This is an optimization exercise on Yosys and OpenROAD, whose aim is small area, a short achievable clock period and few clock cycles, not a production implementation. In this exercise RTL edits were held to simulation tests only and were not proved equivalent to the original. Power figures rest on the tool's default switching activity, not on a simulated workload.

Setup of build 97:
==> flow/design.v (excerpt) <==
module yuv_to_rgb32_horizontal_scaler_top #(
  parameter int MAX_UPSCALE = yrs_pkg::MAX_UPSCALE_DEF
) (
  input  logic                            clk,
  input  logic                            rst_n,
  input  logic                            cfg_we,
  input  logic [yrs_pkg::CFG_IDX_W-1:0]   cfg_index,
  input  logic [yrs_pkg::CFG_W-1:0]       cfg_data,
  input  logic                            in_valid,
  output logic                            in_ready,
  input  logic [yrs_pkg::LUMA_W-1:0]      in_luma,
  input  logic [yrs_pkg::CHROMA_W-1:0]    in_chroma_u,
  input  logic [yrs_pkg::CHROMA_W-1:0]    in_chroma_v,
  input  logic                            in_row_start,
  output logic                            out_valid,
  input  logic                            out_ready,
  output logic [yrs_pkg::COLOR_W-1:0]     out_red,
  output logic [yrs_pkg::COLOR_W-1:0]     out_green,
  output logic [yrs_pkg::COLOR_W-1:0]     out_blue,
  output logic                            out_last_copy
);
For scale: roughly 3,200 cells after synthesis, ~590 flip-flops, ~81 I/O pins, ~36,000 um^2 of cells after synthesis.
==> flow/config.mk <==
export PLATFORM = sky130hd
export DESIGN_NAME = yuv_to_rgb32_horizontal_scaler_top
export DESIGN_NICKNAME = yuv_to_rgb32_horizontal_scaler_top
export VERILOG_FILES = /design/flow/design.v
export SDC_FILE = /design/flow/constraint.sdc
export NUM_CORES = 4
export LEC_CHECK = 0
export ABC_CLOCK_PERIOD_IN_PS = 2400
export CAP_MARGIN = 20
export CORE_MARGIN = 2
export CORE_UTILIZATION = 55
export CTS_CLUSTER_DIAMETER = 100
export CTS_CLUSTER_SIZE = 20
export SETUP_SLACK_MARGIN = 3.4
export SLEW_MARGIN = 20
==> flow/constraint.sdc <==
create_clock -name core_clock -period 6.0 [get_ports {clk}]
set_input_delay 1.2000 -clock core_clock [delete_from_list [all_inputs] [get_ports {clk}]]
set_output_delay 1.2000 -clock core_clock [all_outputs]
set_load 0.01 [all_outputs]
run.sh (not shown) runs the stock make flow with config.mk's settings and CLKGATE_MAP_FILE= SYNTH_SCRIPT=/design/flow/synth_recipe.tcl, a recipe that flattens the netlist after the stock synthesis.
Testbench counts of build 97, summed over its fixed seeds: cycles 6,115.
Input changes introduced in build 73 (baseline for comparison: build 97):
Settings: SETUP_SLACK_MARGIN: 3.4 -> 3.5; ABC_CLOCK_PERIOD_IN_PS: 2400 -> unset.
Notes after the runs:
Re count of H-tree levels built during CTS: no difference whatsoever between build 73 and build 97. Build 73 vs build 97, startpoint of the most critical setup path: u_datapath.n11_s1 vs u_datapath.n36_s1. Against build 97, final critical-path required period in build 73 came out worse. When build 73 is measured against build 97, its post-synthesis to final-layout area growth turns out 3.3 points higher. Cell leakage power in build 73 is 2.2% above build 97. Build 97 has higher setup slack than build 73. Looking at portion of the clock cycle consumed by the worst path in the final layout, build 73 sits 0.43 points higher than build 97 does. Cmp build 73 and build 97 / number of clock buffers in the layout / higher: build 97. Diff build 97 -> build 73: wire length on met3 now sits higher, proportion of total power due to net switching now sits at about the same level, final design utilization now sits higher.
> inputs changed (build 73 -> build 27)
Settings: swapping 3.5 for 3.4 in SETUP_SLACK_MARGIN; putting ABC_CLOCK_PERIOD_IN_PS at 3000 where nothing was set.
--- outcome ---
Build 73 -> build 27: xor-xnor portion of the synthesized cell area delta 0, exact match
Summary: with build 73 as the reference, final area in build 27 moved down by a few percent.
When build 27 is set beside build 73, its time the worst path needs with I/O delays and setup turns out to be 0.026 ns smaller.
The run with more routed wire is build 73, not build 27.
Per the comparison of build 27 with build 73, fraction of standard cell area in multi-input logic fell by 0.19 points; overall power consumption fell by about 2.3%.
Modified inputs, build 90 compared to build 27
Settings: a change of CORE_UTILIZATION from 55 to 60; a change of ABC_CLOCK_PERIOD_IN_PS from 3000 to 2400.
Notes after the runs:
- Build 90: final critical-path share of the clock period higher than build 27
- | area overhead of the layout relative to synthesis | lower: build 90 |
- Build 90 and build 27 ended up with roughly the same clock network power.
- Per the comparison of build 90 with build 27, clock network area share closely matched the old numbers, global-route usage up 2.1 points.
- Placed wire-length estimate after detailed placement: build 90 < build 27
- Against build 27, routed wire length in build 90 fell by a few percent.
- Build 90 ended up with a lower met2 wire length than build 27 did.
- On build 90: number of cells after detailed placement is 83 lower than what build 27 gave.
- Cell area shrinks slightly when moving from build 27 to build 90.
Setup changes, build 90 to build 31
Settings: changing CORE_UTILIZATION from 60 to 55; removing ABC_CLOCK_PERIOD_IN_PS (formerly 2400); changing SETUP_SLACK_MARGIN from 3.4 to 3.3.
--- outcome ---
Where fmax is concerned, build 90 is better than build 31.
Comparing build 90 and build 31, share of the final layout cell area in sequential cells is lower on build 90.
Comparing build 31 against build 90, there is no change at all in number of max-slew violations in the final report.
Synthesis-to-finish area growth is lower on build 31
Build 90 -> build 31: area fraction in compound gates after synthesis delta 0, exact match
Comparing build 90 and build 31, number of nets in the layout is higher on build 90.
Between build 90 and build 31, the flow reports design area decreasing slightly.
NOTE: area of the die in build 31 exceeds that of build 90

[static timing again, ports no longer ideal]
How much do the figures lean on ideal ports? The routed layouts below were timed once more, with nothing changed but the port constraints.
Step 1 (the two cells are an assumption about what drives the block):
set clk [get_ports {clk}]
set_driving_cell -lib_cell sky130_fd_sc_hd__clkbuf_16 $clk
set_driving_cell -lib_cell sky130_fd_sc_hd__buf_2 [delete_from_list [all_inputs] $clk]
Step 2 times the ports against the registers' clock, not the clock port: input delays grow and output delays shrink by t, the midpoint of the rising clock arrivals with the driver on.
Three values: no drivers, after step 1, after step 2; two values: the first two.
run	t, ns	slack for setup (ns)	worst setup path after step 2	worst slew at a driven data input, ns	cell pins on the clock port's net
build 97	0.634	3.388 / 3.371 / 2.837	input to register	0.11	1
build 73	0.639	3.362 / 3.362 / 2.951	input to register	0.05	1
build 27	0.634	3.388 / 3.371 / 2.837	input to register	0.11	1
build 90	0.641	3.360 / 3.342 / 2.943	input to register	0.04	1
build 31	0.643	3.326 / 3.299 / 2.779	input to register	0.09	1
After both steps setup and hold are still met in every run listed.
